Context: an optimization exercise on an open-source flow, tuned for small area, a short achievable clock period and few clock cycles per item. The choices shown serve that exercise and are no tape-out recipe.
At most, simulation tests tie the RTL to the original design; equivalence was not proved.
No activity file was given, so power comes from the tool's default toggle rates.

## old
==> flow/design.v <==
`timescale 1ns/1ps
package des_pkg;
  typedef enum logic [1:0] {IDLE, ROUND, DONE} ctrl_state_e;
  typedef enum logic {MODE_ENC, MODE_DEC} des_mode_e;
  typedef logic [1:64]  block_t;
  typedef logic [1:32]   half_t;
  typedef logic [1:48] subkey_t;
  typedef logic [5-1:0] round_t;
  localparam logic [511:0] IP_TAB_P = {
    256'h3a322a221a120a023c342c241c140c043e362e261e160e064038302820181008,
    256'h39312921191109013b332b231b130b033d352d251d150d053f372f271f170f07};
  function automatic int IP_AT(input int i);
    IP_AT = IP_TAB_P[(64 - i) * 8 +: 8];
  endfunction
  localparam logic [511:0] FP_TAB_P = {
    256'h280830103818402027072f0f37173f1f26062e0e36163e1e25052d0d35153d1d,
    256'h24042c0c34143c1c23032b0b33133b1b22022a0a32123a1a2101290931113919};
  function automatic int FP_AT(input int i);
    FP_AT = FP_TAB_P[(64 - i) * 8 +: 8];
  endfunction
  localparam logic [383:0] E_TAB_P = {
    256'h20010203040504050607080908090a0b0c0d0c0d0e0f10111011121314151415,
    128'h1617181918191a1b1c1d1c1d1e1f2001};
  function automatic int E_AT(input int i);
    E_AT = E_TAB_P[(48 - i) * 8 +: 8];
  endfunction
  localparam logic [255:0] P_TAB_P = {
    256'h100714151d0c1c11010f171a05121f0a0208180e201b0309130d1e06160b0419};
  function automatic int P_AT(input int i);
    P_AT = P_TAB_P[(32 - i) * 8 +: 8];
  endfunction
  localparam logic [447:0] PC1_TAB_P = {
    256'h39312921191109013a322a221a120a023b332b231b130b033c342c243f372f27,
    192'h1f170f073e362e261e160e063d352d251d150d051c140c04};
  function automatic int PC1_AT(input int i);
    PC1_AT = PC1_TAB_P[(56 - i) * 8 +: 8];
  endfunction
  localparam logic [383:0] PC2_TAB_P = {
    256'h0e110b180105031c0f06150a17130c041a0810071b140d0229341f252f371e28,
    128'h332d21302c31273822352e2a32241d20};
  function automatic int PC2_AT(input int i);
    PC2_AT = PC2_TAB_P[(48 - i) * 8 +: 8];
  endfunction
  localparam logic [2047:0] SBOX_TAB_P = {
    256'he4d12fb83a6c59070f74e2d1a6cb953841e8d62bfc973a50fc8249175b3ea06d,
    256'hf18e6b34972dc05a3d47f28ec01a69b50e7ba4d158c6932fd8a13f42b67c05e9,
    256'ha09e63f51dc7b428d709346a285ecbf1d6498f30b12c5ae71ad069874fe3b52c,
    256'h7de3069a1285bc4fd8b56f03472c1ae9a690cb7df13e52843f06a1d8945bc72e,
    256'h2c417ab6853fd0e9eb2c47d150fa3986421bad78f9c5630eb8c71e2d6f09a453,
    256'hc1af92680d34e75baf427c9561de0b389ef528c3704a1db6432c95fabe17608d,
    256'h4b2ef08d3c975a61d0b7491ae35c2f8614bdc37eaf6805926bd814a7950fe23c,
    256'hd2846fb1a93e50c71fd8a374c56b0e927b419ce206adf35821e74a8dfc90356b};
  function automatic logic [3:0] SBOX_AT(input int box, input logic [5:0] idx);
    SBOX_AT = SBOX_TAB_P[(511 - ((box - 1) * 64 + idx)) * 4 +: 4];
  endfunction
  localparam logic [31:0] SHIFT_TAB_P = 32'b01_01_10_10_10_10_10_10_01_10_10_10_10_10_10_01;
  function automatic logic [1:0] SHIFT_AT(input int i);
    SHIFT_AT = SHIFT_TAB_P[(16 - i) * 2 +: 2];
  endfunction
endpackage
`timescale 1ns/1ps
`timescale 1ns/1ps
`timescale 1ns/1ps
`timescale 1ns/1ps
`timescale 1ns/1ps
module des_core (
  input  logic            clk,
  input  logic            rst,
  input  logic            start,
  input  logic            decrypt,
  input  des_pkg::block_t block_in,
  input  des_pkg::block_t key_in,
  output logic            busy,
  output logic            done,
  output des_pkg::block_t block_out
);
  logic        busy_q;
  logic        done_q;
  logic [3:0]  cnt_q;
  logic        dec_q;
  logic [1:32] l_q, r_q;
  logic [1:28] c_q, d_q;
  always_ff @(posedge clk) begin
    if (rst) begin
      busy_q <= 1'b0;
      done_q <= 1'b0;
      cnt_q  <= 4'd0;
    end else begin
      done_q <= busy_q && (cnt_q == 4'd15);
      if (!busy_q) begin
        cnt_q <= 4'd0;
        if (start) busy_q <= 1'b1;
      end else begin
        cnt_q <= cnt_q + 4'd1;
        if (cnt_q == 4'd15) busy_q <= 1'b0;
      end
    end
  end
  always_ff @(posedge clk) begin
    if (!busy_q) dec_q <= decrypt;
  end
  assign busy = busy_q;
  assign done = done_q;
  logic [1:56] pc1_k;
  logic [1:28] c_src, d_src, c_nxt, d_nxt;
  logic        rot_left, rot_two;
  always_comb begin
    for (int i = 1; i <= 56; i++) pc1_k[i] = key_in[des_pkg::PC1_AT(i)];
  end
  assign c_src = busy_q ? c_q : {pc1_k[28], pc1_k[1:27]};
  assign d_src = busy_q ? d_q : {pc1_k[56], pc1_k[29:55]};
  assign rot_left = busy_q ? !dec_q : 1'b1;
  assign rot_two  = busy_q ? !(cnt_q == 4'd0 || cnt_q == 4'd7 || cnt_q == 4'd14) : !decrypt;
  always_comb begin
    if (rot_left) begin
      c_nxt = rot_two ? {c_src[3:28], c_src[1:2]} : {c_src[2:28], c_src[1]};
      d_nxt = rot_two ? {d_src[3:28], d_src[1:2]} : {d_src[2:28], d_src[1]};
    end else begin
      c_nxt = rot_two ? {c_src[27:28], c_src[1:26]} : {c_src[28], c_src[1:27]};
      d_nxt = rot_two ? {d_src[27:28], d_src[1:26]} : {d_src[28], d_src[1:27]};
    end
  end
  always_ff @(posedge clk) begin
    c_q <= c_nxt;
    d_q <= d_nxt;
  end
  logic [1:56] cd;
  logic [1:48] subkey, x_mix;
  logic [1:32] s_out, f_out;
  assign cd = {c_q, d_q};
  always_comb begin
    for (int i = 1; i <= 48; i++) begin
      subkey[i] = cd[des_pkg::PC2_AT(i)];
      x_mix[i]  = r_q[des_pkg::E_AT(i)] ^ subkey[i];
    end
  end
  always_comb begin : sbox_lookup
    logic [5:0] grp;
    for (int s = 0; s < 8; s++) begin
      grp = x_mix[6*s+1 +: 6];
      s_out[4*s+1 +: 4] = des_pkg::SBOX_AT(s+1, {grp[5], grp[0], grp[4:1]});
    end
  end
  always_comb begin
    for (int i = 1; i <= 32; i++) f_out[i] = s_out[des_pkg::P_AT(i)];
  end
  logic [1:64] ip_blk, pre_out;
  always_comb begin
    for (int i = 1; i <= 64; i++) ip_blk[i] = block_in[des_pkg::IP_AT(i)];
  end
  always_ff @(posedge clk) begin
    l_q <= busy_q ? r_q : ip_blk[1:32];
    r_q <= (busy_q ? l_q : ip_blk[33:64]) ^ (f_out & {32{busy_q}});
  end
  assign pre_out = {r_q, l_q};
  always_comb begin
    for (int i = 1; i <= 64; i++) block_out[i] = pre_out[des_pkg::FP_AT(i)];
  end
endmodule
Settings: LEC_CHECK=0, CAP_MARGIN=20, CORE_MARGIN=2, CORE_UTILIZATION=55, CTS_BUF_LIST=sky130_fd_sc_hd__clkbuf_4 sky130_fd_sc_hd__clkbuf_8, SETUP_SLACK_MARGIN=3.3, SLEW_MARGIN=20; clock period 5.5 ns.
standard.sh (not shown) runs the stock make flow with config.mk's settings and CLKGATE_MAP_FILE= SYNTH_SCRIPT=/design/flow/synth_recipe.tcl, a recipe that flattens the netlist after the stock synthesis.
==> flow/flow/run.sh <==
#!/bin/bash
# Own flow: the standard layout (standard.sh) with three changes.
#  - Synthesis: ABC maps for area (area.abc: strash; dch -f; map -a) in place of
#    ORFS's speed script, which sizes every gate up for a 5.5 ps target (the
#    SDC period in ns read as ps). repair_timing sizes the real critical paths
#    after placement instead.
#  - Synthesis: Yosys's adder extraction is skipped, so the XORs stay with ABC.
#  - Placement: the port buffers are buf_1 instead of the resizer's own pick.
# Registers, their names and cells are those of the standard synthesis.
# Each tool's full output is in orfs/logs/; make's own output in flow_make.log.
set -euo pipefail
W=$(pwd)
F=$W/flow
cat > "$W/own_synth.tcl" <<EOT
proc abc {args} {
  set i [lsearch \$args -script]
  if {\$i >= 0} { lset args [expr {\$i + 1}] $F/area.abc }
  yosys abc {*}\$args
}
proc extract_fa {args} { puts "own flow: adder extraction skipped" }
source $W/synth_recipe.tcl
EOT
bash "$W/standard.sh" SYNTH_SCRIPT="$W/own_synth.tcl" \
  "BUFFER_PORTS_ARGS=-buffer_cell sky130_fd_sc_hd__buf_1" finish > "$W/flow_make.log" 2>&1
==> flow/flow/area.abc <==
strash
dch -f
map -a
old completed every stage of the flow, and the final layout passed the timing, design-rule and antenna checks.
Testbench counts of old, summed over its fixed seeds: cycles 34,824, blocks 2,048.
The inputs of new differ from those of old as listed below.
--- a/flow/design.v
+++ b/flow/design.v
@@ -102,24 +102,30 @@
   assign busy = busy_q;
   assign done = done_q;
   logic [1:56] pc1_k;
-  logic [1:28] c_src, d_src, c_nxt, d_nxt;
-  logic        rot_left, rot_two;
+  logic [1:28] c_nxt, d_nxt;
+  logic        ld_e, ld_d, sh_l1, sh_l2, sh_r1, sh_r2, sh_one;
   always_comb begin
     for (int i = 1; i <= 56; i++) pc1_k[i] = key_in[des_pkg::PC1_AT(i)];
   end
-  assign c_src = busy_q ? c_q : {pc1_k[28], pc1_k[1:27]};
-  assign d_src = busy_q ? d_q : {pc1_k[56], pc1_k[29:55]};
-  assign rot_left = busy_q ? !dec_q : 1'b1;
-  assign rot_two  = busy_q ? !(cnt_q == 4'd0 || cnt_q == 4'd7 || cnt_q == 4'd14) : !decrypt;
-  always_comb begin
-    if (rot_left) begin
-      c_nxt = rot_two ? {c_src[3:28], c_src[1:2]} : {c_src[2:28], c_src[1]};
-      d_nxt = rot_two ? {d_src[3:28], d_src[1:2]} : {d_src[2:28], d_src[1]};
-    end else begin
-      c_nxt = rot_two ? {c_src[27:28], c_src[1:26]} : {c_src[28], c_src[1:27]};
-      d_nxt = rot_two ? {d_src[27:28], d_src[1:26]} : {d_src[28], d_src[1:27]};
-    end
-  end
+  assign sh_one = (cnt_q == 4'd0) || (cnt_q == 4'd7) || (cnt_q == 4'd14);
+  assign ld_e   = !busy_q && !decrypt;
+  assign ld_d   = !busy_q &&  decrypt;
+  assign sh_l1  = busy_q && !dec_q &&  sh_one;
+  assign sh_l2  = busy_q && !dec_q && !sh_one;
+  assign sh_r1  = busy_q &&  dec_q &&  sh_one;
+  assign sh_r2  = busy_q &&  dec_q && !sh_one;
+  function automatic logic [1:28] next_half(input logic [1:28] q, input logic [1:28] k);
+    logic [1:28] y;
+    y = ({28{ld_e }} & {k[2:28], k[1]})
+      | ({28{ld_d }} & k)
+      | ({28{sh_l1}} & {q[2:28], q[1]})
+      | ({28{sh_l2}} & {q[3:28], q[1:2]})
+      | ({28{sh_r1}} & {q[28], q[1:27]})
+      | ({28{sh_r2}} & {q[27:28], q[1:26]});
+    next_half = y;
+  endfunction
+  assign c_nxt = next_half(c_q, pc1_k[1:28]);
+  assign d_nxt = next_half(d_q, pc1_k[29:56]);
   always_ff @(posedge clk) begin
     c_q <= c_nxt;
     d_q <= d_nxt;
Across both runs, detailed-routed wire length on met2 was higher for new than for old. Worst-case clock skew: new vs old, no meaningful difference. new vs old, part of the total power dissipated in the clock network went up by 2.3 points. new against old: maximum frequency shrank by 0.31%; non-clock buffer count grew by about 5%; number of gates resized after cts grew by 15. Of old and new, new shows the higher antenna diode count, with old below it.
Function not checked in new: the RTL went through the layout flow alone.

-- separate check: timing with driven ports --
The flow's constraints put no driver on any port. The routed layouts listed below were extracted and timed again, unchanged, in two steps.
Step 1: set_driving_cell puts a clkbuf_16 on clk and a buf_2 on each other input, an assumption about the parent block.
Step 2 moves the port delays by t, midway between the first and last clock arrival at a register: inputs arrive t later, outputs are due t later. That takes back most of the time a late clock gives input paths.
Three values: ideal, step 1, step 2; two values: the first two.
run | shift t [ns] | setup WS [ns] | worst setup path after step 2 | slew at the worst register clock pin (ns) | cell pins on the clock port's net
old | 0.485 | 3.317 / 3.278 / 3.076 | input to register | 0.08 / 0.08 | 1
new | 0.517 | 3.310 / 3.284 / 2.938 | input to register | 0.09 / 0.09 | 1
After both steps setup and hold are still met in every run listed. For new, which loses most, drivers alone change the setup slack by -0.026 ns; drivers and shift together by -0.372 ns.
